This is an optimization exercise on Yosys and OpenROAD, whose aim is small area, a short achievable clock period and few clock cycles per item, not a production implementation. Function was checked by simulation only, so behaviour that the tests miss may differ from the original.

==> flow/design.v <==
package fpa_pkg;
	typedef enum logic [3:0] {
		CMD_INT2FIX = 4'd0,
		CMD_TRUNC   = 4'd1,
		CMD_ROUND   = 4'd2,
		CMD_ADD     = 4'd3,
		CMD_SUB     = 4'd4,
		CMD_ADDINT  = 4'd5,
		CMD_SUBINT  = 4'd6,
		CMD_MUL     = 4'd7,
		CMD_MULINT  = 4'd8,
		CMD_DIV     = 4'd9,
		CMD_DIVINT  = 4'd10
	} cmd_t;
	typedef struct packed {
		logic [3:0]         cmd;
		logic signed [31:0] operand_a;
		logic signed [31:0] operand_b;
	} req_t;
	typedef struct packed {
		logic signed [31:0] value_out;
		logic               divide_by_zero;
	} rsp_t;
	typedef struct packed {
		logic valid;
		logic mul_op;
		logic mulint_op;
		logic div_op;
		logic dz;
		logic neg;
	} ctl_t;
endpackage
module fpa_alu (
	input  logic        clk,
	input  logic        arst_n,
	input  logic        req_valid,
	output logic        req_stall,
	input  logic [3:0]  req_cmd,
	input  logic [31:0] req_a,
	input  logic [31:0] req_b,
	output logic        rsp_valid,
	input  logic        rsp_stall,
	output logic [31:0] rsp_value,
	output logic        rsp_dz
);
	function automatic logic [5:0] bitlen(input logic [30:0] x);
		bitlen = 6'd0;
		for (int i = 0; i < 31; i++)
			if (x[i]) bitlen = 6'(i + 1);
	endfunction
	function automatic logic [91:0] csa(input logic [45:0] x, input logic [45:0] y, input logic [45:0] z);
		csa = {x ^ y ^ z, ((x & y) | (x & z) | (y & z)) << 1};
	endfunction
	logic        i_v;
	logic [3:0]  i_cmd;
	logic [31:0] i_a;
	logic [31:0] i_b;
	logic [5:0]  i_bla;       
	logic [5:0]  i_blb;       
	logic        p_v;
	logic        p_mul;       
	logic        p_frac;      
	logic        p_div;       
	logic        p_simple;
	logic        p_neg;
	logic        p_cin;
	logic        p_dz;
	logic        p_zq;        
	logic [5:0]  p_rs;        
	logic [5:0]  p_cnt;       
	logic [31:0] p_val;
	logic [31:0] p_d;
	logic        x_v;
	logic        x_pass;      
	logic        x_last;      
	logic        x_mul;
	logic        x_frac;
	logic        x_div;
	logic        x_simple;
	logic        x_neg;
	logic        x_cin;
	logic        x_dz;
	logic [5:0]  x_cnt;
	logic [45:0] x_s;         
	logic [45:0] x_c;         
	logic [45:0] x_n;
	logic [31:0] x_d;
	logic        r_v;
	logic [31:0] r_val;
	logic [31:0] r_add;
	logic        r_c;
	logic        r_neg;
	logic        r_dz;
	logic        o_v;
	logic [31:0] o_val;
	logic        o_dz;
	logic        s_v;
	logic [31:0] s_val;
	logic        s_dz;
	logic x_fin, r_adv, r_ready, x_adv, x_accept, p_ready, p_accept, i_ready, deliver;
	assign x_fin     = x_v && x_last;
	assign r_adv     = r_v && !s_v;
	assign r_ready   = !r_v || r_adv;
	assign x_adv     = x_fin && r_ready;
	assign x_accept  = p_v && (!x_v || x_adv);
	assign p_ready   = !p_v || x_accept;
	assign p_accept  = i_v && p_ready;
	assign i_ready   = !i_v || p_accept;
	assign req_stall = !i_ready;
	assign deliver   = o_v && !rsp_stall;
	assign rsp_valid = o_v;
	assign rsp_value = o_val;
	assign rsp_dz    = o_dz;
	always_ff @(posedge clk or negedge arst_n) begin
		if (!arst_n) i_v <= 1'b0;
		else if (i_ready) i_v <= req_valid;
	end
	always_ff @(posedge clk) begin
		if (i_ready) begin
			i_cmd <= req_cmd;
			i_a   <= req_a;
			i_b   <= req_b;
			i_bla <= req_a[31] ? bitlen(~req_a[30:0]) : bitlen(req_a[30:0]);
			i_blb <= req_b[31] ? bitlen(~req_b[30:0]) : bitlen(req_b[30:0]);
		end
	end
	logic        c_mul, c_mulint, c_div, c_divint, b_zero, c_engine;
	logic        inc, sub, sh;
	logic [31:0] addend, op_a, op_b;
	logic [31:0] a_mag, b_mag;
	logic [5:0]  la, lb_lo;
	logic        a_small;
	assign c_mul    = (i_cmd == 4'd7);
	assign c_mulint = (i_cmd == 4'd8);
	assign c_div    = (i_cmd == 4'd9);
	assign c_divint = (i_cmd == 4'd10);
	assign b_zero   = (i_b == 32'd0);
	assign c_engine = c_mul || c_mulint || ((c_div || c_divint) && !b_zero);
	assign inc    = (i_cmd == 4'd1) ? (i_a[31] && (i_a[13:0] != 14'd0))
	                                : (i_a[13] && (!i_a[31] || (i_a[12:0] != 13'd0)));
	assign sub    = (i_cmd == 4'd4) || (i_cmd == 4'd6);
	assign sh     = (i_cmd == 4'd5) || (i_cmd == 4'd6);
	assign addend = sh ? {i_b[17:0], 14'd0} : i_b;
	always_comb begin
		op_a = 32'd0;
		op_b = 32'd0;
		case (i_cmd)
			4'd0:       op_a = {i_b[17:0], 14'd0};
			4'd1, 4'd2: op_a = {{14{i_a[31]}}, i_a[31:14]};
			4'd3, 4'd4, 4'd5, 4'd6: begin
				op_a = i_a;
				op_b = sub ? ~addend : addend;
			end
			default: ;
		endcase
	end
	logic [5:0]  bl_a, bl_b, ls;
	logic [3:0]  lr4;
	logic [7:0]  m;
	logic [5:0]  m_e;
	assign a_mag = i_a[31] ? (~i_a + 32'd1) : i_a;
	assign b_mag = i_b[31] ? (~i_b + 32'd1) : i_b;
	assign la      = bl_a + {5'd0, i_a[31]};
	assign bl_b    = i_blb;
	assign lb_lo   = {bl_b[5:1], bl_b[0] || (bl_b == 6'd0)};
	assign bl_a    = i_bla;
	assign a_small = (bl_a <= bl_b);
	assign ls      = a_small ? bl_a : bl_b;
	assign lr4     = {1'b0, ls[4:2]} + 4'd1;
	assign m       = {2'b00, la} + (c_div ? 8'd15 : 8'd1) - {2'b00, lb_lo};
	assign m_e     = m[5:0] + {5'd0, m[0]};
	always_ff @(posedge clk or negedge arst_n) begin
		if (!arst_n) p_v <= 1'b0;
		else if (p_ready) p_v <= i_v;
	end
	always_ff @(posedge clk) begin
		if (p_ready) begin
			p_mul    <= c_mul || c_mulint;
			p_frac   <= c_mul || c_div;
			p_div    <= (c_div || c_divint) && !b_zero;
			p_simple <= !c_engine;
			p_neg    <= c_engine && (i_a[31] ^ i_b[31]);
			p_cin    <= c_engine ? (i_a[31] ^ i_b[31]) : (((i_cmd == 4'd1) || (i_cmd == 4'd2)) ? inc : sub);
			p_dz     <= (c_div || c_divint) && b_zero;
			p_zq     <= m[7] || (m == 8'd0);
			if (c_mul || c_mulint) begin
				p_rs  <= {lr4, 2'd0};
				p_cnt <= {2'd0, lr4} + {5'd0, c_mul};
				p_val <= a_small ? a_mag : b_mag;
				p_d   <= a_small ? b_mag : a_mag;
			end else if (c_engine) begin
				p_rs  <= m_e;
				p_cnt <= {1'b0, m_e[5:1]};
				p_val <= a_mag;
				p_d   <= b_mag;
			end else begin
				p_rs  <= m[5:0];
				p_cnt <= m[5:0];
				p_val <= op_a;
				p_d   <= op_b;
			end
		end
	end
	logic [45:0] rot_in, rot, himask;
	assign rot_in = (p_frac && !p_mul) ? {p_val, 14'd0} : {14'd0, p_val};
	always_comb begin
		rot = rot_in;
		for (int k = 0; k < 6; k++)
			if (p_rs[k]) rot = (rot >> (1 << k)) | (rot << (46 - (1 << k)));
	end
	always_comb begin
		for (int k = 0; k < 46; k++)
			himask[k] = (k >= 46 - p_rs);
	end
	logic [33:0] s2;
	logic [34:0] t1, t2, t3;
	logic [1:0]  qd;
	logic [31:0] r2;
	logic [45:0] pp0, pp1, pp2, pp3, ms1, mc1, ms2, mc2, ms3, mc3, ms4, mc4;
	assign s2 = {x_s[31:0], x_n[45:44]};
	assign t1 = {1'b0, s2} - {3'b000, x_d};
	assign t2 = {1'b0, s2} - {2'b00, x_d, 1'b0};
	assign t3 = {1'b0, s2} - {1'b0, x_c[33:0]};
	always_comb begin
		if (!t3[34])      begin r2 = t3[31:0]; qd = 2'd3; end
		else if (!t2[34]) begin r2 = t2[31:0]; qd = 2'd2; end
		else if (!t1[34]) begin r2 = t1[31:0]; qd = 2'd1; end
		else              begin r2 = s2[31:0]; qd = 2'd0; end
	end
	assign pp0 = {14'd0, x_d & {32{x_n[42]}}};
	assign pp1 = {13'd0, x_d & {32{x_n[43]}}, 1'd0};
	assign pp2 = {12'd0, x_d & {32{x_n[44]}}, 2'd0};
	assign pp3 = {11'd0, x_d & {32{x_n[45]}}, 3'd0};
	assign {ms1, mc1} = csa(pp0, pp1, pp2);
	assign {ms2, mc2} = csa(pp3, {x_s[41:0], 4'd0}, {x_c[41:0], 4'd0});
	assign {ms3, mc3} = csa(ms1, mc1, ms2);
	assign {ms4, mc4} = csa(ms3, mc3, mc2);
	always_ff @(posedge clk or negedge arst_n) begin
		if (!arst_n) x_v <= 1'b0;
		else if (x_accept) x_v <= 1'b1;
		else if (x_adv) x_v <= 1'b0;
	end
	always_ff @(posedge clk) begin
		if (x_accept) begin
			x_mul    <= p_mul;
			x_frac   <= p_frac;
			x_div    <= p_div;
			x_simple <= p_simple;
			x_neg    <= p_neg;
			x_cin    <= p_cin;
			x_dz     <= p_dz;
			x_cnt    <= p_cnt;
			x_pass   <= p_simple || (!p_mul && p_zq);
			x_last   <= p_simple || (!p_mul && p_zq) || (p_cnt == 6'd1);
			x_d      <= p_d;
			x_c      <= p_div ? {12'd0, {2'b00, p_d} + {1'b0, p_d, 1'b0}} : 46'd0;
			if (p_mul) begin
				x_s <= 46'd0;
				x_n <= rot;
			end else if (p_div) begin
				x_s <= {14'd0, rot[31:0] & ~himask[31:0]};
				x_n <= rot & himask & {46{!p_zq}};
			end else begin
				x_s <= {14'd0, p_val};
			end
		end else if (x_v && !x_fin) begin
			x_cnt  <= x_cnt - 6'd1;
			x_last <= (x_cnt == 6'd2);
			if (x_mul) begin
				x_s <= ms4;
				x_c <= mc4;
				x_n <= {x_n[41:0], 4'd0};
			end else begin
				x_s <= {14'd0, r2};
				x_n <= {x_n[43:0], qd};
			end
		end
	end
	logic [31:0] rres, ra, rb, rs3, rc3;
	logic        c14, rk;
	assign c14 = ({1'b0, x_s[13:0]} + {1'b0, x_c[13:0]}) >> 14;
	always_ff @(posedge clk or negedge arst_n) begin
		if (!arst_n) r_v <= 1'b0;
		else if (r_ready) r_v <= x_fin;
	end
	always_ff @(posedge clk) begin
		if (r_ready) begin
			r_neg <= x_neg;
			r_dz  <= x_dz;
			if (x_mul) begin
				r_val <= (x_frac ? x_s[45:14] : ms4[31:0]) ^ {32{x_neg}};
				r_add <= (x_frac ? x_c[45:14] : mc4[31:0]) ^ {32{x_neg}};
				r_c   <= (x_frac && c14) ^ x_neg;
			end else begin
				if (x_simple)    r_val <= x_s[31:0];
				else if (x_pass) r_val <= x_n[31:0] ^ {32{x_neg}};
				else             r_val <= {x_n[29:0], qd} ^ {32{x_neg}};
				r_add <= x_simple ? x_d : {32{x_neg}};
				r_c   <= x_simple ? x_cin : x_neg;
			end
		end
	end
	assign ra   = r_val;
	assign rb   = r_add;
	assign rk   = r_c;
	assign rs3  = ra ^ rb ^ {31'd0, rk};
	assign rc3  = {(ra[30:0] & rb[30:0]) | {30'd0, (ra[0] | rb[0]) & rk}, 1'b0};
	assign rres = rs3 + rc3 + {31'd0, r_neg};
	always_ff @(posedge clk or negedge arst_n) begin
		if (!arst_n) begin
			o_v <= 1'b0;
			s_v <= 1'b0;
		end else begin
			if (!o_v || deliver) o_v <= s_v || r_adv;
			if (s_v) begin
				if (!o_v || deliver) s_v <= 1'b0;
			end else if (r_adv && o_v && !deliver) begin
				s_v <= 1'b1;
			end
		end
	end
	always_ff @(posedge clk) begin
		if (!o_v || deliver) begin
			o_val <= s_v ? s_val : rres;
			o_dz  <= s_v ? s_dz  : r_dz;
		end
		if (!s_v) begin
			s_val <= rres;
			s_dz  <= r_dz;
		end
	end
endmodule
==> flow/flow/run.sh <==
#!/bin/bash
set -euo pipefail
MARGIN=6.3
sed "s/SETUP_SLACK_MARGIN=[0-9.]*/SETUP_SLACK_MARGIN=$MARGIN/" standard.sh > standard_margin.sh
bash standard_margin.sh > standard.log 2>&1
==> flow/standard.sh <==
#!/bin/bash
# synth_recipe.tcl (not shown) runs the flow's synth.tcl, then flattens the netlist and writes it again
# the make line also repeats each setting of config.mk as NAME=value (left out here)
make -C /OpenROAD-flow-scripts/flow DESIGN_CONFIG=/design/flow/config.mk WORK_HOME=/design/flow/orfs CLKGATE_MAP_FILE= SYNTH_SCRIPT=/design/flow/synth_recipe.tcl "${@:-finish}"
==> flow/config.mk <==
export PLATFORM = sky130hd
export DESIGN_NAME = fpa_alu
export DESIGN_NICKNAME = fpa_alu
export VERILOG_FILES = /design/flow/design.v
export SDC_FILE = /design/flow/constraint.sdc
export NUM_CORES = 4
export LEC_CHECK = 0
export ABC_CLOCK_PERIOD_IN_PS = 3000
export CAP_MARGIN = 20
export CORE_MARGIN = 2
export CORE_UTILIZATION = 40
export SETUP_SLACK_MARGIN = 5
export SLEW_MARGIN = 20
==> flow/constraint.sdc <==
create_clock -name core_clock -period 10.0 [get_ports {clk}]
set_input_delay 2.0000 -clock core_clock [delete_from_list [all_inputs] [get_ports {clk}]]
set_output_delay 2.0000 -clock core_clock [all_outputs]
set_load 0.01 [all_outputs]
==> flow_summary.ini, run 1 <==
[setup_path]
cp_data_arrival_time_ps = 4360
crit_chain = inv_2 -> buf_12 -> nor2_1 -> fa_1 -> inv_1 -> fa_1 -> inv_2 -> fa_2 -> a222oi_1 -> o31ai_1
r2r-start = x_n[44]
rr_worst_depth = 10
r2r_end = x_s[13]
critical_path_class = register to register
end_kind = register
critPathSlowestCell = a222oi_1
start_kind = register
required_ps = 10380
cp_max_fo = 6
slowest_delay_ps = 950
reg2reg_slack_ps = 6020

[sta]
whs_ps = 424.4
final-max-slew-violation-count = 0
worst-slew-pin-transition_ps = 1029
hold_viol_final = 0
fin_skew_ps = 30.83
tns_ps = 0
fin_crit_ps = 3985
fin_ws_ps = 6015
relSlewSlack_pct = 31.38
setup_viol = 0
grt_setup_unrepaired = yes
finalCritPeriodShare_pct = 39.85
fmax_mhz = 251.0

[final_layout]
final_nets = 5372
layout_commonest_cell = edfxtp_1
syn2layout_area_growth_pct = 19.22
drive_gt1_share_pct = 16.78
final_cell_mix = 446 x edfxtp_1, 364 x nor2_1, 351 x nand2_1, 310 x a21oi_1, 279 x o21ai_0

[synthesis]
syn_area_sq_um = 43820
yosys_warnings = 1
synthAdderAreaFrac_pct = 13.47
yosys.area_share.simple_pct = 13.32
synth_fp_nets = 5173
synth-edff-count = 446
synth-xor-area-share_pct = 6.676
synthCells = 4708
synth_top_flop_cell = edfxtp_1
synth_top_family_by_area = compound AO/OA/AOI/OAI gates
syn_avg_cell_area_sq_um = 9.307
ys_types = 86
async_reset_ff_share_pct = 1.237
ys_ff_latch = 485
yosysSeqAreaShare_pct = 32.41
muxShareOfSynthArea_pct = 9.977
synth_compound_area_share_pct = 19.25

[grt]
grt_pass1_vias = 37771
grt_overflow = 0
grt_max_degree = 85
antenna_found_initial = 6
grt_pass1_wl_microns = 260900
grtUsageTotal_pct = 31.78

[die]
dieArea_sq_um = 112200
dieHeight_microns = 335.0
start_util_pct = 40.31
row_count = 121
die_x_microns = 335.0
core_area_sq_um = 108700
ioPinCount = 107

[status]
outcome = complete, no violations

[cts]
cts-root-buf = clkbuf_16
cts_tree = yes
postCtsHoldBufs = 0
clk_pin_slew_ps = 70
clkSinkCount = 485
cts_buffer_depth = 3
cts-htree-levels = 2
cts_made_buffers = 61
insertion_delay_ps = 690

[route]
route.met3.wl_microns = 16770
dr.pass1.iters = 8
vias = 39904
drc_errors = 0
wl_microns = 185200
routed.top_layer = met5
met2_length_microns = 81430
post_drt_wl_per_cell_microns = 29.06
wirelength_met1_microns = 71720
ant_nets = 0
vias_per_cell = 6.260
drtIter0Drc = 4669

[worst_hold_path]
min-delay-path-class = register to register
hp-start = p_neg
holdPathEnd = x_neg
holdPathStages = 0

[placement]
port_buffers = 106
dp_slack_ps = 5071
dp_hpwl_microns = 136000
place.gp.congestion = 1.076

[flow_run]
cap_violations = 0
worst max-delay path: cells and delay by family, from the launching register on:
family                     cells  cell delay (ps)
adders and majority gates      3             1590
AOI/OAI and AO/OA              2             1140
DFF                            1              490
buffers and inverters          4              400
and+or+nand+nor                1               60
worst max path at each step:
stage          cells past startpoint         to  startpoint
6_report                          10    x_s[13]     x_n[44]
5_1_grt                            9    x_s[13]     x_n[43]
4_1_cts                            6  req_stall         s_v
3_5_place_dp                      12    x_s[17]         s_v
3_3_place_gp                       6  req_stall         s_v
2_1_floorplan                      4  req_stall         r_v
metal layers:
metal | global-route usage, % | up-vias
li1 | - | 17706
met1 | 40.45 | 19359
met2 | 50.09 | 2238
met3 | 5.089 | 595
met4 | 20.72 | 6
met5 | 0 | -
state kept, by name, summed over array words and instances (netlist names), 4 cells and up:
signal  flops
x_n        46
p_val      32
p_rs        6
o_val      32
x_s        46
s_val      32
x_c        46
i_b        32
i_a        32
i_bla       5
r_val      32
x_cnt       6
i_blb       5
r_add      32
p_d        32
p_cnt       6
i_cmd       4
x_d        32
logic make-up after synthesis:
kind of cell | after synthesis
DFF | 485
muxes | 370
AOI/OAI and AO/OA | 1309
buffers and inverters | 567
xor gates and xnor gates | 334
adders and majority gates | 393
and+or+nand+nor | 1250
what timing repair did:
item / CTS / global route
setup endpoints to repair: 179 / 128
pin swaps: 52 / 127
resized for setup: 226 / 240
endpoints found under the hold margin: 0 / 0
buffers inserted: 102 / 94
cloned: 13 / 12
final cells by class:
class	count	area, sq um
Timing Repair Buffer	384	3765
Antenna cell	2	5.005
Fill cell	10234	56460
Tap cell	1414	1769
Multi-Input combinational cell	3664	29190
Inverter	311	1209
Clock inverter	36	345.3
Sequential cell	485	14210
Clock buffer	78	1747
per-stage QoR:
stage | instances | cell area [sq um] | utilization [%]
6_report | 6374 | 52240 | 48.06
2_1_floorplan | 4708 | 43860 | -
5_1_grt | 6372 | 52230 | 48.05
3_3_place_gp | 6037 | 46300 | 42.60
4_1_cts | 6266 | 50340 | 46.31
3_5_place_dp | 6037 | 46310 | 42.60
cell usage after synthesis, types with 10 or more instances:
| cell | n | area [sq um] |
|---|---|---|
| mux2_2 | 24 | 270.3 |
| o41ai_1 | 11 | 96.34 |
| dfxtp_1 | 33 | 660.6 |
| and2_1 | 90 | 563.0 |
| a221o_1 | 27 | 270.3 |
| nor2b_1 | 32 | 200.2 |
| a211oi_1 | 61 | 457.9 |
| mux4_2 | 51 | 1149 |
| inv_1 | 307 | 1152 |
| nor3_1 | 101 | 505.5 |
| and3_1 | 46 | 287.8 |
| o21a_1 | 56 | 420.4 |
| edfxtp_1 | 446 | 13390 |
| clkbuf_1 | 200 | 750.7 |
| a21oi_1 | 349 | 1747 |
| a31oi_1 | 42 | 262.8 |
| o22ai_1 | 43 | 269.0 |
| mux2i_1 | 295 | 2953 |
| xnor2_1 | 117 | 1025 |
| fa_1 | 131 | 2623 |
| o221ai_1 | 29 | 254.0 |
| a31o_2 | 11 | 96.34 |
| a21o_1 | 83 | 623.1 |
| o21bai_1 | 21 | 157.7 |
| o211ai_1 | 77 | 578.1 |
| a21boi_0 | 11 | 82.58 |
| o31ai_1 | 45 | 337.8 |
| buf_2 | 13 | 65.06 |
| or3_1 | 22 | 137.6 |
| a221oi_1 | 29 | 254.0 |
| buf_1 | 43 | 161.4 |
| nor2_1 | 382 | 1434 |
| nor4_1 | 27 | 168.9 |
| nand3_1 | 60 | 300.3 |
| nand2_1 | 363 | 1363 |
| o21ai_0 | 305 | 1526 |
| nand4_1 | 27 | 168.9 |
| ha_1 | 262 | 3278 |
| xor2_1 | 217 | 1901 |
| nand2b_1 | 56 | 350.3 |
| or2_2 | 10 | 62.56 |
Testbench counts, summed over its fixed seeds: cycles 18,544, items 7,200.
==> run 2: changes to the inputs <==
--- a/flow/config.mk
+++ b/flow/config.mk
@@ -12,2 +12,3 @@
 export SETUP_SLACK_MARGIN = 5
 export SLEW_MARGIN = 20
+export TNS_END_PERCENT = 0
==> flow_summary.ini, run 2 <==
[synthesis]
ys_ff_latch = 485
syn_avg_cell_area_sq_um = 9.307
yosys_warnings = 1
syn_area_sq_um = 43820
yosysSeqAreaShare_pct = 32.41
synth-edff-count = 446
yosys.area.top_type = edfxtp_1
synthCells = 4708
synth_top_flop_cell = edfxtp_1
ys_types = 86
ys_top_cells_by_count = 446 x edfxtp_1, 382 x nor2_1, 363 x nand2_1
async_reset_ff_share_pct = 1.237
synth_fp_nets = 5173
synth.top_cell.area_share_pct = 30.56
synth_area_leaders = edfxtp_1 31%, ha_1 7.5%, mux2i_1 6.7%, fa_1 6.0%, xor2_1 4.3%
yosys.cell_count.top_type = edfxtp_1

[setup_path]
required_ps = 10370
critPathLaunch = p_rs[0]
r2r-start = p_rs[0]
start_kind = register
r2r_end = x_s[13]
end_kind = register
cp_data_arrival_time_ps = 4430
cp_max_fo = 45
critical_path_class = register to register
reg2reg_slack_ps = 5940
rr_worst_depth = 9

[sta]
relSlewSlack_pct = 33.21
grt_setup_unrepaired = yes
fin_ws_ps = 5943
fin_crit_ps = 4057
hold_viol_final = 0
fmax_mhz = 246.5
finalCritPeriodShare_pct = 40.57
final-max-slew-violation-count = 0
worst-slew-pin-transition_ps = 1002
whs_ps = 423.6
fin_skew_ps = 27.61
tns_ps = 0
setup_viol = 0

[final_layout]
fin_cells = 6236
stdcell_area_sq_um = 49680
layout_commonest_cell = edfxtp_1
utilization_pct = 45.70
fill_cells = 10436
final_nets = 5233
top_regs = x_c (46), x_n (46), x_s (46)
syn2layout_area_growth_pct = 13.37
final_cell_mix = 446 x edfxtp_1, 372 x nor2_1, 355 x nand2_1, 344 x a21oi_1, 302 x o21ai_0
drive_gt1_share_pct = 9.463

[grt]
grt_pass1_vias = 37499
antenna_found_initial = 8
grt_pass1_wl_microns = 258400
grtUsageTotal_pct = 31.45
grt_max_degree = 85
grt_overflow = 0

[route]
vias_per_cell = 6.241
post_drt_wl_per_cell_microns = 28.82
vias = 38918
ant_nets = 0
drtIter0Drc = 4392
drc_errors = 0
wl_microns = 179700
dr.pass1.iters = 9

[placement]
place_area_sq_um = 46310
dp_hpwl_microns = 136000
dp.cells = 6037
place.gp.congestion = 1.076
dp_slack_ps = 5071
port_buffers = 106

[cts]
cts_buffer_depth = 3
postCtsHoldBufs = 0
insertion_delay_ps = 680
cts-htree-levels = 2
clkSinkCount = 485
cts-root-buf = clkbuf_16
clk_pin_slew_ps = 70
cts_made_buffers = 61
cts_tree = yes

[worst_hold_path]
min-delay-path-class = register to register
holdPathStages = 0
holdPathEnd = x_neg
hp-start = p_neg

[die]
core_area_sq_um = 108700
dieHeight_microns = 335.0
die_x_microns = 335.0
row_count = 121
ioPinCount = 107
start_util_pct = 40.31
dieArea_sq_um = 112200

[status]
outcome = complete, no violations

[flow_run]
cap_violations = 0
==> run 2: timing repair <==
item / in CTS / in global routing
setup buffers: 62 / 8
gates cloned: 12 / 0
endpoints found under the setup margin: 179 / 175
resized for setup: 101 / 14
pin swaps: 17 / 9
==> run 2: worst max path at each step <==
stage | cells after the start | end
2_1_floorplan | 4 | req_stall
3_5_place_dp | 12 | x_s[17]
4_1_cts | 11 | p_d[27]
5_1_grt | 15 | o_val[30]
3_3_place_gp | 6 | req_stall
6_report | 9 | x_s[13]
==> run 2: kinds of logic (layout without fill, tap and decap cells) <==
group           count (synthesis)  in the layout  synth area share [%]
simple gates                 1250           1255                 13.32
compound gates               1309           1309                 19.25
flops                         485            485                 32.41
fa+ha+maj                     393            393                 13.47
buf+inv                       567            673                 4.894
other cells                     0              3                     0
mux                           370            370                 9.977
xor+xnor                      334            334                 6.676
==> run 2: layout make-up <==
| cell class | instances | area [sq um] | share of cell area, % |
|---|---|---|---|
| Multi-Input combinational cell | 3661 | 28010 | 56.38 |
| Sequential cell | 485 | 14210 | 28.60 |
| Timing Repair Buffer | 248 | 2412 | 4.856 |
| Tap cell | 1414 | 1769 | 3.562 |
| Clock buffer | 78 | 1747 | 3.516 |
| Inverter | 311 | 1180 | 2.375 |
| Clock inverter | 36 | 345.3 | 0.6952 |
| Antenna cell | 3 | 7.507 | 0.01511 |
==> run 2: critical path: stages (launching register included) <==
cell	delay, ps
edfxtp_1	330
clkbuf_8	420
mux2_2	400
and2_1	190
mux4_2	540
mux2_2	300
o21ai_0	210
o21ai_0	230
a222oi_1	930
o31ai_1	190
==> run 2: layer usage <==
layer	part of all wire, %	wire [microns]	vias up	track usage (%)
li1	-	-	17422	-
met4	7.8	14040	8	20.22
met1	39	70710	18901	40.08
met5	0.037	66	-	0
met2	44	79680	2082	49.79
met3	8.5	15220	505	4.875
==> run 3: changes to the inputs <==
==> flow/flow/run.sh (replaced) <==
#!/bin/bash
set -euo pipefail
MARGIN=6.0
sed "s/SETUP_SLACK_MARGIN=[0-9.]*/SETUP_SLACK_MARGIN=$MARGIN/" standard.sh > standard_margin.sh
bash standard_margin.sh > standard.log 2>&1
==> flow_summary.ini, run 3 <==
[setup_path]
critPathLaunch = x_n[43]
crit_chain = buf_6 -> and2_1 -> fa_1 -> inv_1 -> fa_1 -> inv_1 -> fa_2 -> a222oi_1 -> o31ai_1
cp_data_arrival_time_ps = 4510
cp_max_fo = 33
end_kind = register
r2r-start = x_n[43]
rr_worst_depth = 9
r2r_end = x_s[13]
critPathSlowestCell = a222oi_1
start_kind = register
required_ps = 10360
critical_path_class = register to register
reg2reg_slack_ps = 5850
slowest_delay_ps = 1000

[cts]
cts_tree = yes
cts-root-buf = clkbuf_16
cts_buffer_depth = 3
insertion_delay_ps = 690
clkSinkCount = 485
cts_made_buffers = 59
clk_pin_slew_ps = 60
postCtsHoldBufs = 0
cts-htree-levels = 2

[synthesis]
synth_area_leaders = edfxtp_1 31%, ha_1 7.5%, mux2i_1 6.7%, fa_1 6.0%, xor2_1 4.3%
yosysSeqAreaShare_pct = 32.41
synth.top_cell.area_share_pct = 30.56
yosys.area_share.simple_pct = 13.32
synth_compound_area_share_pct = 19.25
ys_ff_latch = 485
ys_types = 86
ys_top_cells_by_count = 446 x edfxtp_1, 382 x nor2_1, 363 x nand2_1
muxShareOfSynthArea_pct = 9.977
syn_area_sq_um = 43820
synthAdderAreaFrac_pct = 13.47
synth-xor-area-share_pct = 6.676
synth_fp_nets = 5173
yosys.area.top_type = edfxtp_1
async_reset_ff_share_pct = 1.237
synth_top_family_by_area = compound AO/OA/AOI/OAI gates
synth-edff-count = 446
yosys.cell_count.top_type = edfxtp_1
syn_avg_cell_area_sq_um = 9.307
synthCells = 4708
synth_top_flop_cell = edfxtp_1
yosys_warnings = 1

[placement]
dp_hpwl_microns = 136000
dp.cells = 6038
place.gp.congestion = 1.078
port_buffers = 106

[die]
core_area_sq_um = 108700
ioPinCount = 107
die_x_microns = 335.0
row_count = 121
start_util_pct = 40.31
dieArea_sq_um = 112200
dieHeight_microns = 335.0

[route]
ant_nets = 0
drtIter0Drc = 4251
vias_per_cell = 6.238
dr.pass1.iters = 8
wl_microns = 176900
post_drt_wl_per_cell_microns = 28.45
vias = 38803
drc_errors = 0

[sta]
fin_skew_ps = 51.71
relSlewSlack_pct = 25.50
hold_viol_final = 0
worst-slew-pin-transition_ps = 1118
fmax_mhz = 241.0
final-max-slew-violation-count = 0
fin_crit_ps = 4149
finalCritPeriodShare_pct = 41.49
grt_setup_unrepaired = yes
setup_viol = 0
tns_ps = 0

[grt]
grt_pass1_wl_microns = 254400
grt_pass1_vias = 36874
grt_overflow = 0
antenna_found_initial = 7
grt_max_degree = 84
grtUsageTotal_pct = 30.77

[worst_hold_path]
holdPathEnd = x_neg
holdPathStages = 0
min-delay-path-class = register to register
hp-start = p_neg

[final_layout]
fin_cells = 6220
fill_cells = 10509
top_regs = x_c (46), x_n (46), x_s (46)
drive_gt1_share_pct = 9.534
final_cell_mix = 446 x edfxtp_1, 370 x nor2_1, 355 x nand2_1, 344 x a21oi_1, 299 x o21ai_0
final_nets = 5219
syn2layout_area_growth_pct = 12.82
layout_commonest_cell = edfxtp_1

[status]
outcome = complete, no violations

[flow_run]
cap_violations = 0
-- run 3: changes by cell type in the layout (fill, tap and decap cells not counted), moves of 4 or more --
cell / delta
buf_4: -8
inv_2: -7
a221oi_2: +5
bufbuf_16: -5
clkinv_2: +5
a221oi_1: -4
inv_1: +4
nor2_2: +4
-- run 3: logic make-up after synthesis --
group | count (synthesis)
and+or+nand+nor | 1250
AOI/OAI and AO/OA | 1309
xor gates and xnor gates | 334
buffers and inverters | 567
adders and majority gates | 393
muxes | 370
DFF | 485
-- run 3: how the worst max path moves through the flow --
stage | depth (start not counted) | endpoint
after global placement | 12 | x_s[18]
after CTS | 14 | x_n[0]
after floorplan | 4 | req_stall
final | 9 | x_s[13]
after global routing | 13 | x_c[31]
after detailed placement | 12 | x_s[18]
-- run 3: final cells by class --
cell class	count	area [sq um]	share of cell area, %
Timing Repair Buffer	236	2216	4.482
Clock inverter	40	320.3	0.6479
Sequential cell	485	14210	28.74
Multi-Input combinational cell	3661	28070	56.77
Clock buffer	71	1658	3.354
Tap cell	1414	1769	3.579
Antenna cell	2	5.005	0.01012
Inverter	311	1195	2.417
-- run 3: worst max-delay path, delay by kind of cell, from the launching register on --
family,cells,cell delay [ps]
AND/OR/NAND/NOR,1,190
adder cells (fa/ha/maj),3,1590
AO/OA/AOI/OAI,2,1280
buffers and inverters,3,330
flip-flops,1,420
-- run 3: timing repair --
action / 4_1_cts / 5_1_grt
setup endpoints to repair: 98 / 90
pin swaps: 7 / 24
setup buffers: 17 / 44
gates resized for setup: 61 / 71
gates cloned: 6 / 2
-- run 3: metrics by stage --
stage	setup WS (ps)	cell area [sq um]	hold WS [ps]	util (%)
finish	5851	49430	420.1	45.48
global route	5876	49430	431.2	45.47
CTS	5839	48780	419.4	44.88
detailed placement	4615	46320	405.7	42.61
global placement	4625	46320	405.7	42.61
floorplan	6025	43850	400.3	-
-- run 3: layer usage --
layer | part of all wire [%] | track usage (%) | wire length, microns
met1 | 40 | 38.88 | 70000
met3 | 8.3 | 5.430 | 14630
met2 | 45 | 49.05 | 79180
met5 | 0.025 | 0 | 44
met4 | 7.4 | 18.81 | 13080
==> run 4: changes to the inputs <==
==> flow/flow/run.sh (replaced) <==
#!/bin/bash
set -euo pipefail
MARGIN=6.6
sed "s/SETUP_SLACK_MARGIN=[0-9.]*/SETUP_SLACK_MARGIN=$MARGIN/" standard.sh > standard_margin.sh
bash standard_margin.sh > standard.log 2>&1
==> flow_summary.ini, run 4 <==
[status]
outcome = complete, no violations

[final_layout]
final_nets = 5233
top_regs = x_c (46), x_n (46), x_s (46)
multiInputGateArea_sq_um = 28010
syn2layout_area_growth_pct = 13.37
stdcell_area_sq_um = 49680
fill_cells = 10436
layout_commonest_cell = edfxtp_1
final_cell_mix = 446 x edfxtp_1, 372 x nor2_1, 355 x nand2_1, 344 x a21oi_1, 302 x o21ai_0
seq_area_sq_um = 14210
drive_gt1_share_pct = 9.463

[sta]
tns_ps = 0
fin_crit_ps = 4057
final-max-slew-violation-count = 0
grt_setup_unrepaired = yes
setup_viol = 0
relSlewSlack_pct = 33.21
worst-slew-pin-transition_ps = 1002
fin_skew_ps = 27.61
fmax_mhz = 246.5
hold_viol_final = 0
finalCritPeriodShare_pct = 40.57

[cts]
cts_tree = yes
cts-root-buf = clkbuf_16
cts_buffer_depth = 3
clk_pin_slew_ps = 70
postCtsHoldBufs = 0
insertion_delay_ps = 680
clkSinkCount = 485
cts_made_buffers = 61
cts-htree-levels = 2

[setup_path]
crit_chain = clkbuf_8 -> mux2_2 -> and2_1 -> mux4_2 -> mux2_2 -> o21ai_0 -> o21ai_0 -> a222oi_1 -> o31ai_1
cp_max_fo = 45
required_ps = 10370
end_kind = register
start_kind = register
critPathSlowestCell = a222oi_1
critical_path_class = register to register
cp_data_arrival_time_ps = 4430
slowest_delay_ps = 930

[grt]
grt_pass1_vias = 37499
grtUsageTotal_pct = 31.45
grt_overflow = 0
grt_pass1_wl_microns = 258400
antenna_found_initial = 8
grtUsageMet2_pct = 49.79
grt_use_met3_pct = 4.875
grt_max_degree = 85
busiest_layer = met2
use_met1_pct = 40.08

[synthesis]
ys_types = 86
synth_fp_nets = 5173
yosys.area.top_type = edfxtp_1
synth-edff-count = 446
syn_avg_cell_area_sq_um = 9.307
synth.top_cell.area_share_pct = 30.56
ys_top_cells_by_count = 446 x edfxtp_1, 382 x nor2_1, 363 x nand2_1
synthCells = 4708
synth_area_leaders = edfxtp_1 31%, ha_1 7.5%, mux2i_1 6.7%, fa_1 6.0%, xor2_1 4.3%
synth_top_flop_cell = edfxtp_1
async_reset_ff_share_pct = 1.237
yosysSeqAreaShare_pct = 32.41
ys_ff_latch = 485
syn_area_sq_um = 43820
yosys_warnings = 1
yosys.cell_count.top_type = edfxtp_1

[die]
die_x_microns = 335.0
row_count = 121
core_area_sq_um = 108700
dieArea_sq_um = 112200
dieHeight_microns = 335.0
ioPinCount = 107
start_util_pct = 40.31

[route]
vias_per_cell = 6.241
vias = 38918
post_drt_wl_per_cell_microns = 28.82
ant_nets = 0
drc_errors = 0
wl_microns = 179700
drtIter0Drc = 4392
dr.pass1.iters = 9

[worst_hold_path]
min-delay-path-class = register to register

[placement]
place_area_sq_um = 46310
port_buffers = 106
place.gp.congestion = 1.076
dp_hpwl_microns = 136000

[flow_run]
cap_violations = 0
## run 4: cell counts after synthesis
Identical to the previous run, type by type.
## run 4: final cells by class
class / count / area share [%]
antenna: 3 / 0.01511
clock buffer: 78 / 3.516
clock inverter: 36 / 0.6952
inverter: 311 / 2.375
timing repair buffer: 248 / 4.856
multi-input combinational: 3661 / 56.38
tap: 1414 / 3.562
sequential: 485 / 28.60
## run 4: kinds of logic (layout without fill, tap and decap cells)
kind of cell	Yosys count	after routing	share of synthesized area, %
AOI/OAI and AO/OA	1309	1309	19.25
xor gates and xnor gates	334	334	6.676
adders and majority gates	393	393	13.47
buffers and inverters	567	673	4.894
DFF	485	485	32.41
muxes	370	370	9.977
other	0	3	0
and+or+nand+nor	1250	1255	13.32
## run 4: worst paths after layout
check | start | to | slack, ps | cells after the start
setup / recovery | p_rs[0] | x_s[13] | 5940 | 9
hold / removal | p_neg | x_neg | 420 | 0
setup reg to reg | p_rs[0] | x_s[13] | 5940 | 9
hold reg to reg | p_neg | x_neg | 420 | 0
max in group asynchronous | arst_n | p_v | 8130 | 1
min in group asynchronous | arst_n | x_v | 1600 | 1
## run 4: repair_timing
action                                 in CTS  in global routing
pin swaps                                  17                  9
resized for setup                         101                 14
setup buffers                              62                  8
endpoints found under the hold margin       0                  0
setup endpoints to repair                 407                284
gates cloned                               12                  0
## run 4: layer usage
layer	up-vias	wire (microns)
li1	17422	-
met5	-	66
met2	2082	79680
met1	18901	70710
met4	8	14040
met3	505	15220
## run 4: stage by stage
stage | hold slack [ps] | util [%] | std cells | setup WS (ps)
after global placement | 403.6 | 42.60 | 6037 | 5220
after global routing | 434.8 | 45.69 | 6234 | 5851
after floorplan | 400.3 | - | 4708 | 6171
after CTS | 423.6 | 45.58 | 6225 | 6080
after detailed placement | 414.4 | 42.60 | 6037 | 5071
final | 423.6 | 45.70 | 6236 | 5943
## run 4: worst max-delay path: cells and delay by family (launching register included)
kind                   cells  cell delay (ps)
and+or+nand+nor            1              190
muxes                      3             1240
DFF                        1              330
buffers and inverters      1              420
AOI/OAI and AO/OA          4             1560
==> run 5: changes to the inputs <==
==> flow/flow/run.sh (replaced) <==
#!/bin/bash
set -euo pipefail
MARGIN=6.0
sed "s/SETUP_SLACK_MARGIN=[0-9.]*/SETUP_SLACK_MARGIN=$MARGIN/" standard.sh > standard_margin.sh
bash standard_margin.sh > standard.log 2>&1
--- a/flow/config.mk
+++ b/flow/config.mk
@@ -9,5 +9,5 @@
 export CAP_MARGIN = 20
 export CORE_MARGIN = 2
-export CORE_UTILIZATION = 40
+export CORE_UTILIZATION = 50
 export SETUP_SLACK_MARGIN = 5
 export SLEW_MARGIN = 20
==> flow_summary.ini, run 5 <==
[die]
dieArea_sq_um = 90020
dieHeight_microns = 300.0
die_x_microns = 300.0
core_area_sq_um = 86750
ioPinCount = 107
start_util_pct = 50.51
row_count = 108

[final_layout]
fill_cells = 7879
top_regs = x_c (46), x_n (46), x_s (46)
final_cell_mix = 446 x edfxtp_1, 372 x nor2_1, 354 x nand2_1, 343 x a21oi_1, 300 x o21ai_0
layout_commonest_cell = edfxtp_1
drive_gt1_share_pct = 9.248
syn2layout_area_growth_pct = 12.38
final_nets = 5220

[setup_path]
cp_max_fo = 16
cp_data_arrival_time_ps = 4550
critPathSlowestCell = edfxtp_1
critical_path_class = register to register
path_delay_family = compound AO/OA/AOI/OAI gates
reg2reg_slack_ps = 5810
end_kind = register
crit_chain = inv_2 -> buf_12 -> ha_1 -> fa_1 -> nor2b_1 -> o2111ai_1 -> a21boi_2 -> o311ai_0 -> nand2b_1 -> o211ai_1 -> buf_4 -> nand2_2 -> a41o_1 -> nor3_1 -> o22ai_1
start_kind = register
slowest_delay_ps = 520
required_ps = 10350
crit_buf_inv = 3

[synthesis]
synth_top_flop_cell = edfxtp_1
ys_types = 86
yosys_warnings = 1
synthCells = 4708
synth_area_leaders = edfxtp_1 31%, ha_1 7.5%, mux2i_1 6.7%, fa_1 6.0%, xor2_1 4.3%
synth.top_cell.area_share_pct = 30.56
ys_ff_latch = 485
syn_area_sq_um = 43820
synth_fp_nets = 5173
yosys.area.top_type = edfxtp_1
synth-edff-count = 446
yosys.cell_count.top_type = edfxtp_1
syn_avg_cell_area_sq_um = 9.307
yosysSeqAreaShare_pct = 32.41
async_reset_ff_share_pct = 1.237
ys_top_cells_by_count = 446 x edfxtp_1, 382 x nor2_1, 363 x nand2_1

[sta]
fin_crit_ps = 4192
hold_viol_final = 0
finalCritPeriodShare_pct = 41.92
whs_ps = 421.6
setup_viol = 0
relSlewSlack_pct = 32.55
worst-slew-pin-transition_ps = 983.6
fin_ws_ps = 5808
grt_setup_unrepaired = yes
fin_skew_ps = 34.70
final-max-slew-violation-count = 0
fmax_mhz = 238.5
tns_ps = 0

[grt]
busiest_layer = met2
grt_pass1_wl_microns = 254300
antenna_found_initial = 9
use_met1_pct = 48.50
grtUsageTotal_pct = 38.75
grt_use_met3_pct = 7.717
grt_pass1_vias = 36726
grt_max_degree = 100
grt_overflow = 0
grtUsageMet2_pct = 60.07

[cts]
cts-root-buf = clkbuf_16
cts_tree = yes
cts-htree-levels = 2
cts_buffer_depth = 3
insertion_delay_ps = 660
cts_made_buffers = 55
clk_pin_slew_ps = 60
clkSinkCount = 485

[placement]
place.gp.congestion = 1.058
dp_hpwl_microns = 136300
port_buffers = 106
dp_slack_ps = 4782

[route]
vias_per_cell = 6.514
vias = 38858
ant_nets = 0
drtIter0Drc = 4137
drc_errors = 0
post_drt_wl_per_cell_microns = 29.67
wl_microns = 177000
dr.pass1.iters = 7

[status]
outcome = complete, no violations

[worst_hold_path]
min-delay-path-class = register to register

[flow_run]
cap_violations = 0
[run 5: changes by cell type in the layout (fill, tap and decap cells not counted), sizes merged, moves of 2 or more]
| cell | change |
|---|---|
| nor2b | -2 |
| inv | -4 |
| diode | +6 |
| buf | -5 |
| bufinv | +4 |
| clkbuf | -10 |
[run 5: cell families after synthesis]
logic type,Yosys count,share of synthesized area (%)
AO/OA/AOI/OAI,1309,19.25
AND/OR/NAND/NOR,1250,13.32
buffers and inverters,567,4.894
flip-flops,485,32.41
adder cells (fa/ha/maj),393,13.47
multiplexers,370,9.977
XOR/XNOR,334,6.676
[run 5: final cells by class]
type,instances,area [sq um],share of cell area [%]
Multi-Input combinational cell,3659,28050,56.97
Sequential cell,485,14210,28.85
Timing Repair Buffer,243,2346,4.764
Clock buffer,68,1509,3.064
Tap cell,1155,1445,2.935
Inverter,311,1192,2.421
Clock inverter,35,469.2,0.9528
Antenna cell,9,22.52,0.04573
[run 5: timing repair]
| action | 4_1_cts | 5_1_grt |
|---|---|---|
| cloned | 8 | 1 |
| setup endpoints to repair | 90 | 64 |
| setup buffers | 32 | 39 |
| pin swaps | 8 | 15 |
| gates resized for setup | 66 | 56 |
| hold buffers | 0 | 0 |
[run 5: final timing paths]
check	from	end	cells after the start
max	x_n[44]	x_s[3]	15
max in group asynchronous	arst_n	s_v	1
min	p_cin	x_cin	0
min reg2reg	p_cin	x_cin	0
max reg2reg	x_n[44]	x_s[3]	15
min in group asynchronous	arst_n	o_v	1
[run 5: stage by stage]
| stage | util (%) | area [sq um] | std cells |
|---|---|---|---|
| 2_1_floorplan | - | 43850 | 4708 |
| 3_3_place_gp | 52.95 | 45940 | 5772 |
| 3_5_place_dp | 52.95 | 45940 | 5772 |
| 4_1_cts | 56.05 | 48620 | 5915 |
| 5_1_grt | 56.74 | 49220 | 5957 |
| 6_report | 56.76 | 49240 | 5965 |
[run 5: per-layer routing]
| metal | wire (microns) | part of all wire, % |
|---|---|---|
| met5 | 67 | 0.038 |
| met4 | 15730 | 8.9 |
| met3 | 16130 | 9.1 |
| met2 | 77700 | 44 |
| met1 | 67390 | 38 |
==> run 6: changes to the inputs <==
--- a/flow/config.mk
+++ b/flow/config.mk
@@ -9,5 +9,5 @@
 export CAP_MARGIN = 20
 export CORE_MARGIN = 2
-export CORE_UTILIZATION = 50
+export CORE_UTILIZATION = 30
 export SETUP_SLACK_MARGIN = 5
 export SLEW_MARGIN = 20
==> flow_summary.ini, run 6 <==
[status]
outcome = complete, no violations

[worst_hold_path]
min-delay-path-class = register to register

[cts]
cts_made_buffers = 56
postCtsHoldBufs = 0
cts_buffer_depth = 3
clkSinkCount = 485
cts-htree-levels = 2
clk_pin_slew_ps = 70
cts-root-buf = clkbuf_16
insertion_delay_ps = 650
cts_tree = yes

[synthesis]
synth_top_flop_cell = edfxtp_1
syn_area_sq_um = 43820
yosys.area.top_type = edfxtp_1
ys_top_cells_by_count = 446 x edfxtp_1, 382 x nor2_1, 363 x nand2_1
synthCells = 4708
ys_ff_latch = 485
async_reset_ff_share_pct = 1.237
ys_types = 86
yosys.cell_count.top_type = edfxtp_1
synth-edff-count = 446
yosys_warnings = 1
synth_area_leaders = edfxtp_1 31%, ha_1 7.5%, mux2i_1 6.7%, fa_1 6.0%, xor2_1 4.3%
synth_fp_nets = 5173
synth.top_cell.area_share_pct = 30.56
yosysSeqAreaShare_pct = 32.41
syn_avg_cell_area_sq_um = 9.307

[grt]
grtUsageTotal_pct = 22.60
grt_overflow = 0
antenna_found_initial = 6
grt_pass1_wl_microns = 250400
grt_max_degree = 100
grt_pass1_vias = 36690

[sta]
setup_viol = 0
worst-slew-pin-transition_ps = 1356
fin_crit_ps = 4208
hold_viol_final = 0
final-max-slew-violation-count = 0
grt_setup_unrepaired = yes
relSlewSlack_pct = 7.025
fmax_mhz = 237.7
finalCritPeriodShare_pct = 42.08
tns_ps = 0
fin_skew_ps = 30.04

[die]
dieHeight_microns = 386.2
core_area_sq_um = 145400
dieArea_sq_um = 149100
ioPinCount = 107
row_count = 140
start_util_pct = 30.14
die_x_microns = 386.2

[setup_path]
path_common_cell = o211ai_1
crit_chain = inv_1 -> buf_12 -> ha_1 -> nor2b_1 -> o31a_1 -> o211ai_1 -> buf_4 -> a21o_1 -> o211ai_1 -> a311o_1 -> a2111o_1 -> a41oi_1 -> mux2_2 -> o22ai_1
cp_max_fo = 31
cp_data_arrival_time_ps = 4670
critical_path_class = register to register
end_kind = register
required_ps = 10470
slowest_delay_ps = 490
crit_buf_inv = 3
start_kind = register
path_delay_family = compound AO/OA/AOI/OAI gates
critPathSlowestCell = a2111o_1

[final_layout]
syn2layout_area_growth_pct = 13.56
final_nets = 5201
fill_cells = 14869
top_regs = x_c (46), x_n (46), x_s (46)
drive_gt1_share_pct = 8.467
layout_commonest_cell = edfxtp_1
final_cell_mix = 446 x edfxtp_1, 373 x nor2_1, 356 x nand2_1, 343 x a21oi_1, 302 x o21ai_0
utilization_pct = 34.23

[route]
wl_microns = 172800
drtIter0Drc = 5093
vias = 38769
drc_errors = 0
ant_nets = 0
dr.pass1.iters = 10
post_drt_wl_per_cell_microns = 25.79
vias_per_cell = 5.785

[placement]
place.gp.congestion = 1.042
dp_hpwl_microns = 131900
port_buffers = 106

[flow_run]
cap_violations = 0
-- run 6: cell types whose count changed in the layout (fill, tap and decap cells not counted), sizes merged --
cell      change
buf          -18
clkinv        -4
nor2b         +2
diode         -7
clkinvlp      +2
inv           +6
bufbuf        -4
clkbuf        -2
nand2         -1
nand3         +1
-- run 6: final timing paths --
check | from | to | slack (ps) | depth (start not counted)
max reg2reg | x_n[44] | x_s[31] | 5790 | 14
max in group asynchronous | arst_n | p_v | 8070 | 1
min reg2reg | p_neg | x_neg | 420 | 0
min in group asynchronous | arst_n | o_v | 1640 | 1
min | p_neg | x_neg | 420 | 0
max | x_n[44] | x_s[31] | 5790 | 14
-- run 6: layout make-up --
cell class / instances / area, sq um / share of cell area (%)
multi-input cells: 3661 / 27990 / 56.24
flip-flops and latches: 485 / 14210 / 28.55
well taps: 1917 / 2399 / 4.820
repair buffers: 221 / 2068 / 4.156
clock buffers: 66 / 1469 / 2.952
inverters: 311 / 1184 / 2.379
clock inverters: 39 / 442.9 / 0.8901
diodes: 2 / 5.005 / 0.01006
-- run 6: logic make-up after synthesis --
kind of cell / count (synthesis) / synth area share, %
AO/OA/AOI/OAI: 1309 / 19.25
multiplexers: 370 / 9.977
XOR/XNOR: 334 / 6.676
adder cells (fa/ha/maj): 393 / 13.47
AND/OR/NAND/NOR: 1250 / 13.32
buffers and inverters: 567 / 4.894
flip-flops: 485 / 32.41
-- run 6: repair_timing --
action                                  4_1_cts  5_1_grt
gates cloned                                  7        0
buffers inserted                             13       40
resized for setup                            49       47
pin swaps                                     7       10
endpoints found under the setup margin       95       72
-- run 6: metrics by stage --
stage | instances | hold slack (ps) | area, sq um | setup WS (ps)
final | 6702 | 421.9 | 49760 | 5792
after global routing | 6700 | 430.8 | 49760 | 5758
after CTS | 6660 | 422.0 | 49240 | 5802
after detailed placement | 6535 | 406.6 | 46910 | 4360
after global placement | 6535 | 402.1 | 46910 | 4518
after floorplan | 4708 | 400.3 | 43850 | 6025
-- run 6: routing by layer --
layer  vias to the layer above  global-route usage (%)  share of wire, %
met5                         -                       0             0.012
met4                         4                   10.81               5.8
met2                      2113                   34.30                43
met3                       447                   4.310                10
met1                     18858                   30.82                41
li1                      17347                       -                 -
==> run 7: changes to the inputs <==
--- a/flow/design.v
+++ b/flow/design.v
@@ -88,6 +88,4 @@
 	logic        r_v;
 	logic [31:0] r_val;
-	logic [31:0] r_add;
-	logic        r_c;
 	logic        r_neg;
 	logic        r_dz;
@@ -121,6 +119,6 @@
 			i_a   <= req_a;
 			i_b   <= req_b;
-			i_bla <= req_a[31] ? bitlen(~req_a[30:0]) : bitlen(req_a[30:0]);
-			i_blb <= req_b[31] ? bitlen(~req_b[30:0]) : bitlen(req_b[30:0]);
+			i_bla <= bitlen(req_a[30:0] ^ {31{req_a[31]}});
+			i_blb <= bitlen(req_b[30:0] ^ {31{req_b[31]}});
 		end
 	end
@@ -156,5 +154,5 @@
 	end
 	logic [5:0]  bl_a, bl_b, ls;
-	logic [3:0]  lr4;
+	logic [2:0]  lr8;
 	logic [7:0]  m;
 	logic [5:0]  m_e;
@@ -166,6 +164,6 @@
 	assign bl_a    = i_bla;
 	assign a_small = (bl_a <= bl_b);
-	assign ls      = a_small ? bl_a : bl_b;
-	assign lr4     = {1'b0, ls[4:2]} + 4'd1;
+	assign ls      = a_small ? la : (bl_b + {5'd0, i_b[31]});
+	assign lr8     = {1'b0, ls[5:3]} + 3'd1;
 	assign m       = {2'b00, la} + (c_div ? 8'd15 : 8'd1) - {2'b00, lb_lo};
 	assign m_e     = m[5:0] + {5'd0, m[0]};
@@ -185,6 +183,6 @@
 			p_zq     <= m[7] || (m == 8'd0);
 			if (c_mul || c_mulint) begin
-				p_rs  <= {lr4, 2'd0};
-				p_cnt <= {2'd0, lr4} + {5'd0, c_mul};
+				p_rs  <= {lr8, 3'd0};
+				p_cnt <= {3'd0, lr8} + 6'd1;
 				p_val <= a_small ? a_mag : b_mag;
 				p_d   <= a_small ? b_mag : a_mag;
@@ -217,5 +215,7 @@
 	logic [1:0]  qd;
 	logic [31:0] r2;
-	logic [45:0] pp0, pp1, pp2, pp3, ms1, mc1, ms2, mc2, ms3, mc3, ms4, mc4;
+	logic [45:0] pp [4];
+	logic [45:0] a1, b1, a2, b2, c1, d1, ms, mc;
+	logic [45:0] psum;
 	assign s2 = {x_s[31:0], x_n[45:44]};
 	assign t1 = {1'b0, s2} - {3'b000, x_d};
@@ -228,12 +228,24 @@
 		else              begin r2 = s2[31:0]; qd = 2'd0; end
 	end
-	assign pp0 = {14'd0, x_d & {32{x_n[42]}}};
-	assign pp1 = {13'd0, x_d & {32{x_n[43]}}, 1'd0};
-	assign pp2 = {12'd0, x_d & {32{x_n[44]}}, 2'd0};
-	assign pp3 = {11'd0, x_d & {32{x_n[45]}}, 3'd0};
-	assign {ms1, mc1} = csa(pp0, pp1, pp2);
-	assign {ms2, mc2} = csa(pp3, {x_s[41:0], 4'd0}, {x_c[41:0], 4'd0});
-	assign {ms3, mc3} = csa(ms1, mc1, ms2);
-	assign {ms4, mc4} = csa(ms3, mc3, mc2);
+	logic [3:0]  bneg;
+	logic [45:0] cin8;
+	for (genvar j = 0; j < 4; j++) begin : g_pp
+		logic b2, b1, b0, one, two;
+		logic [32:0] mag;
+		assign b2   = x_n[39 + 2*j];
+		assign b1   = x_n[38 + 2*j];
+		assign b0   = x_n[37 + 2*j];
+		assign one  = b1 ^ b0;
+		assign two  = (b2 & !b1 & !b0) | (!b2 & b1 & b0);
+		assign bneg[j] = b2 & !(b1 & b0);
+		assign mag  = ({1'b0, x_d} & {33{one}}) | ({x_d, 1'b0} & {33{two}});
+		assign pp[j] = {{13{bneg[j]}}, mag ^ {33{bneg[j]}}} << (2*j);
+	end
+	assign cin8 = {x_c[37:0], 1'b0, bneg[3], 1'b0, bneg[2], 1'b0, bneg[1], 1'b0, bneg[0]};
+	assign {a1, b1} = csa(pp[0], pp[1], pp[2]);
+	assign {a2, b2} = csa(pp[3], {x_s[37:0], 8'd0}, cin8);
+	assign {c1, d1} = csa(a1, b1, a2);
+	assign {ms, mc} = csa(c1, d1, b2);
+	assign psum = x_s + x_c;
 	always_ff @(posedge clk or negedge arst_n) begin
 		if (!arst_n) x_v <= 1'b0;
@@ -268,7 +280,7 @@
 			x_last <= (x_cnt == 6'd2);
 			if (x_mul) begin
-				x_s <= ms4;
-				x_c <= mc4;
-				x_n <= {x_n[41:0], 4'd0};
+				x_s <= ms;
+				x_c <= mc;
+				x_n <= {x_n[37:0], 8'd0};
 			end else begin
 				x_s <= {14'd0, r2};
@@ -277,7 +289,6 @@
 		end
 	end
-	logic [31:0] rres, ra, rb, rs3, rc3;
-	logic        c14, rk;
-	assign c14 = ({1'b0, x_s[13:0]} + {1'b0, x_c[13:0]}) >> 14;
+	logic [31:0] xsum, rres;
+	assign xsum = x_s[31:0] + x_d + {31'd0, x_cin};
 	always_ff @(posedge clk or negedge arst_n) begin
 		if (!arst_n) r_v <= 1'b0;
@@ -288,23 +299,11 @@
 			r_neg <= x_neg;
 			r_dz  <= x_dz;
-			if (x_mul) begin
-				r_val <= (x_frac ? x_s[45:14] : ms4[31:0]) ^ {32{x_neg}};
-				r_add <= (x_frac ? x_c[45:14] : mc4[31:0]) ^ {32{x_neg}};
-				r_c   <= (x_frac && c14) ^ x_neg;
-			end else begin
-				if (x_simple)    r_val <= x_s[31:0];
-				else if (x_pass) r_val <= x_n[31:0] ^ {32{x_neg}};
-				else             r_val <= {x_n[29:0], qd} ^ {32{x_neg}};
-				r_add <= x_simple ? x_d : {32{x_neg}};
-				r_c   <= x_simple ? x_cin : x_neg;
-			end
+			if (x_simple)    r_val <= xsum;
+			else if (x_mul)  r_val <= x_frac ? psum[45:14] : psum[31:0];
+			else if (x_pass) r_val <= x_n[31:0];
+			else             r_val <= {x_n[29:0], qd};
 		end
 	end
-	assign ra   = r_val;
-	assign rb   = r_add;
-	assign rk   = r_c;
-	assign rs3  = ra ^ rb ^ {31'd0, rk};
-	assign rc3  = {(ra[30:0] & rb[30:0]) | {30'd0, (ra[0] | rb[0]) & rk}, 1'b0};
-	assign rres = rs3 + rc3 + {31'd0, r_neg};
+	assign rres = r_neg ? (~r_val + 32'd1) : r_val;
 	always_ff @(posedge clk or negedge arst_n) begin
 		if (!arst_n) begin
==> flow/flow/run.sh (replaced) <==
#!/bin/bash
set -euo pipefail
MARGIN=6.3
sed "s/SETUP_SLACK_MARGIN=[0-9.]*/SETUP_SLACK_MARGIN=$MARGIN/" standard.sh > standard_margin.sh
bash standard_margin.sh > standard.log 2>&1
--- a/flow/config.mk
+++ b/flow/config.mk
@@ -9,6 +9,5 @@
 export CAP_MARGIN = 20
 export CORE_MARGIN = 2
-export CORE_UTILIZATION = 30
+export CORE_UTILIZATION = 40
 export SETUP_SLACK_MARGIN = 5
 export SLEW_MARGIN = 20
-export TNS_END_PERCENT = 0
==> flow_summary.ini, run 7 <==
[setup_path]
reg2reg_slack_ps = 5880
critPathSlowestCell = a222oi_1
end_kind = register
start_kind = register
slowest_delay_ps = 550
path_delay_family = adder cells
rr_worst_depth = 12
critical_path_class = register to register
cp_data_arrival_time_ps = 4530
crit_buf_inv = 3
cp_max_fo = 6
required_ps = 10410
cp_num_cells = 12
crit_chain = or3_4 -> o21ai_4 -> buf_12 -> buf_12 -> a22oi_1 -> xor2_1 -> fa_2 -> fa_1 -> inv_1 -> fa_1 -> a222oi_1 -> o21ai_1

[synthesis]
ys_ff_latch = 452
yosys_warnings = 2
synth_fp_nets = 5601
synth_area_leaders = edfxtp_1 27%, fa_1 6.9%, ha_1 6.9%, mux2i_1 5.1%, xnor2_1 4.5%
ys_types = 92
synth-edff-count = 413
yosys.area.top_type = edfxtp_1
syn_area_sq_um = 45520
async_reset_ff_share_pct = 1.327
yosys.cell_count.top_type = edfxtp_1
yosysSeqAreaShare_pct = 29.03
syn_avg_cell_area_sq_um = 8.891
synth.top_cell.area_share_pct = 27.24
synthCells = 5120
synth_top_flop_cell = edfxtp_1
ys_top_cells_by_count = 413 x edfxtp_1, 404 x o21ai_0, 388 x nand2_1

[die]
dieArea_sq_um = 116500
ioPinCount = 107
row_count = 123
dieHeight_microns = 341.3
die_x_microns = 341.3
core_area_sq_um = 112700
start_util_pct = 40.41

[sta]
worst-slew-pin-transition_ps = 1157
tns_ps = 0
final-max-slew-violation-count = 0
hold_viol_final = 0
whs_ps = 418.8
relSlewSlack_pct = 22.56
grt_setup_unrepaired = yes
finalCritPeriodShare_pct = 41.19
setup_viol = 0
fmax_mhz = 242.8
fin_crit_ps = 4119
fin_skew_ps = 29.77

[grt]
grt_overflow = 0
grt_max_degree = 86
antenna_found_initial = 7
grtUsageTotal_pct = 33.19
grt_pass1_vias = 41578
grt_pass1_wl_microns = 286900

[cts]
cts_buffer_depth = 3
cts-htree-levels = 2
cts_made_buffers = 55
clk_pin_slew_ps = 70
insertion_delay_ps = 680
cts_tree = yes
cts-root-buf = clkbuf_16
clkSinkCount = 452

[final_layout]
syn2layout_area_growth_pct = 25.88
drive_gt1_share_pct = 20.88
final_cell_mix = 413 x edfxtp_1, 368 x nand2_1, 324 x o21ai_0, 321 x inv_1, 312 x nor2_1
top_regs = x_c (46), x_n (46), x_s (46)
layout_commonest_cell = edfxtp_1
final_nets = 5868
fill_cells = 10313

[route]
dr.pass1.iters = 8
vias_per_cell = 6.370
ant_nets = 0
drc_errors = 0
post_drt_wl_per_cell_microns = 29.00
vias = 44170
drtIter0Drc = 5650
wl_microns = 201100

[worst_hold_path]
min-delay-path-class = register to register
holdPathStages = 0

[placement]
dp_hpwl_microns = 143100
port_buffers = 106
place.gp.congestion = 1.061

[status]
outcome = complete, no violations

[flow_run]
cap_violations = 0
run 7: cell count changes after synthesis, sizes merged, moves of 26 or more:
cell	previous run	this run
clkbuf	200	272
mux2i	295	231
edfxtp	446	413
a22oi	6	153
xor2	217	175
inv	310	354
mux4	51	25
and2	90	34
xnor2	117	234
nand2	363	390
o21ai	306	410
nor2	382	332
fa	131	158
run 7: repair_timing:
| item | CTS | global route |
|---|---|---|
| pin swaps | 184 | 190 |
| hold buffers | 0 | 0 |
| resized for setup | 582 | 313 |
| buffers inserted | 199 | 87 |
| setup endpoints to repair | 233 | 187 |
| cloned | 32 | 5 |
run 7: cells by family after synthesis:
kind of cell	Yosys count	synth area share [%]
compound gates	1632	23.44
xor+xnor	409	7.869
fa+ha+maj	409	13.85
buf+inv	677	5.698
flops	452	29.03
mux	296	7.306
simple gates	1245	12.81
run 7: final timing paths:
kind	start	end
max in group asynchronous	arst_n	p_v
min	p_cin	x_cin
min reg2reg	p_cin	x_cin
max	x_n[44]	x_s[22]
max reg2reg	x_n[44]	x_s[22]
min in group asynchronous	arst_n	i_v
run 7: final cells by class:
type,count,area (sq um),area share (%)
Timing Repair inverter,3,45.04,0.07860
Inverter,357,1413,2.465
Sequential cell,452,13220,23.06
Antenna cell,2,5.005,0.008734
Timing Repair Buffer,515,5411,9.443
Clock buffer,69,1510,2.635
Multi-Input combinational cell,4003,33350,58.20
Tap cell,1500,1877,3.275
Clock inverter,33,475.5,0.8297
run 7: metrics by stage:
stage | util, % | cells | worst slack, ps | cell area (sq um)
6_report | 50.87 | 6934 | 5881 | 57300
5_1_grt | 50.87 | 6933 | 5815 | 57300
4_1_cts | 48.90 | 6839 | 5885 | 55080
3_5_place_dp | 42.76 | 6506 | 4582 | 48170
3_3_place_gp | 42.75 | 6505 | 4099 | 48160
2_1_floorplan | - | 5120 | 6289 | 45710
run 7: per-layer routing:
layer | up-vias | wire (microns) | GRT usage, %
met3 | 721 | 18810 | 5.850
li1 | 19438 | - | -
met1 | 21374 | 75860 | 41.76
met2 | 2635 | 89180 | 52.32
met4 | 2 | 17230 | 22.00
met5 | - | 13 | 0
Testbench counts of run 7, summed over its fixed seeds: cycles 16,620, items 7,200.

==> what the ideal ports hide <==
How much do the figures lean on ideal ports? The routed layouts below were timed once more, with nothing changed but the port constraints.
Step 1 assumes that a clkbuf_16 drives the clock port and a buf_2 every other input.
Step 2 times the ports against the registers' clock, not the clock port: input delays grow and output delays shrink by t, the midpoint of the rising clock arrivals with the driver on.
Slacks: ideal ports / drivers / drivers and shift; pairs: ideal ports / drivers.
| run | t (ns) | setup slack, ns | worst setup path after step 2 | clock arrival spread, ns |
|---|---|---|---|---|
| run 1 | 0.750 | 6.015 / 6.015 / 5.766 | input to register | 0.033 / 0.032 |
| run 2 | 0.740 | 5.943 / 5.943 / 5.722 | input to register | 0.029 / 0.029 |
| run 3 | 0.737 | 5.851 / 5.851 / 5.693 | input to register | 0.053 / 0.052 |
| run 4 | 0.740 | 5.943 / 5.943 / 5.722 | input to register | 0.029 / 0.029 |
| run 5 | 0.720 | 5.808 / 5.808 / 5.577 | input to register | 0.035 / 0.034 |
| run 6 | 0.715 | 5.792 / 5.792 / 5.688 | input to register | 0.030 / 0.030 |
| run 7 | 0.736 | 5.881 / 5.881 / 5.670 | input to register | 0.030 / 0.030 |
After both steps setup and hold are still met in every run listed. For run 1, which loses most, drivers alone change the setup slack by 0.000 ns; drivers and shift together by -0.249 ns.
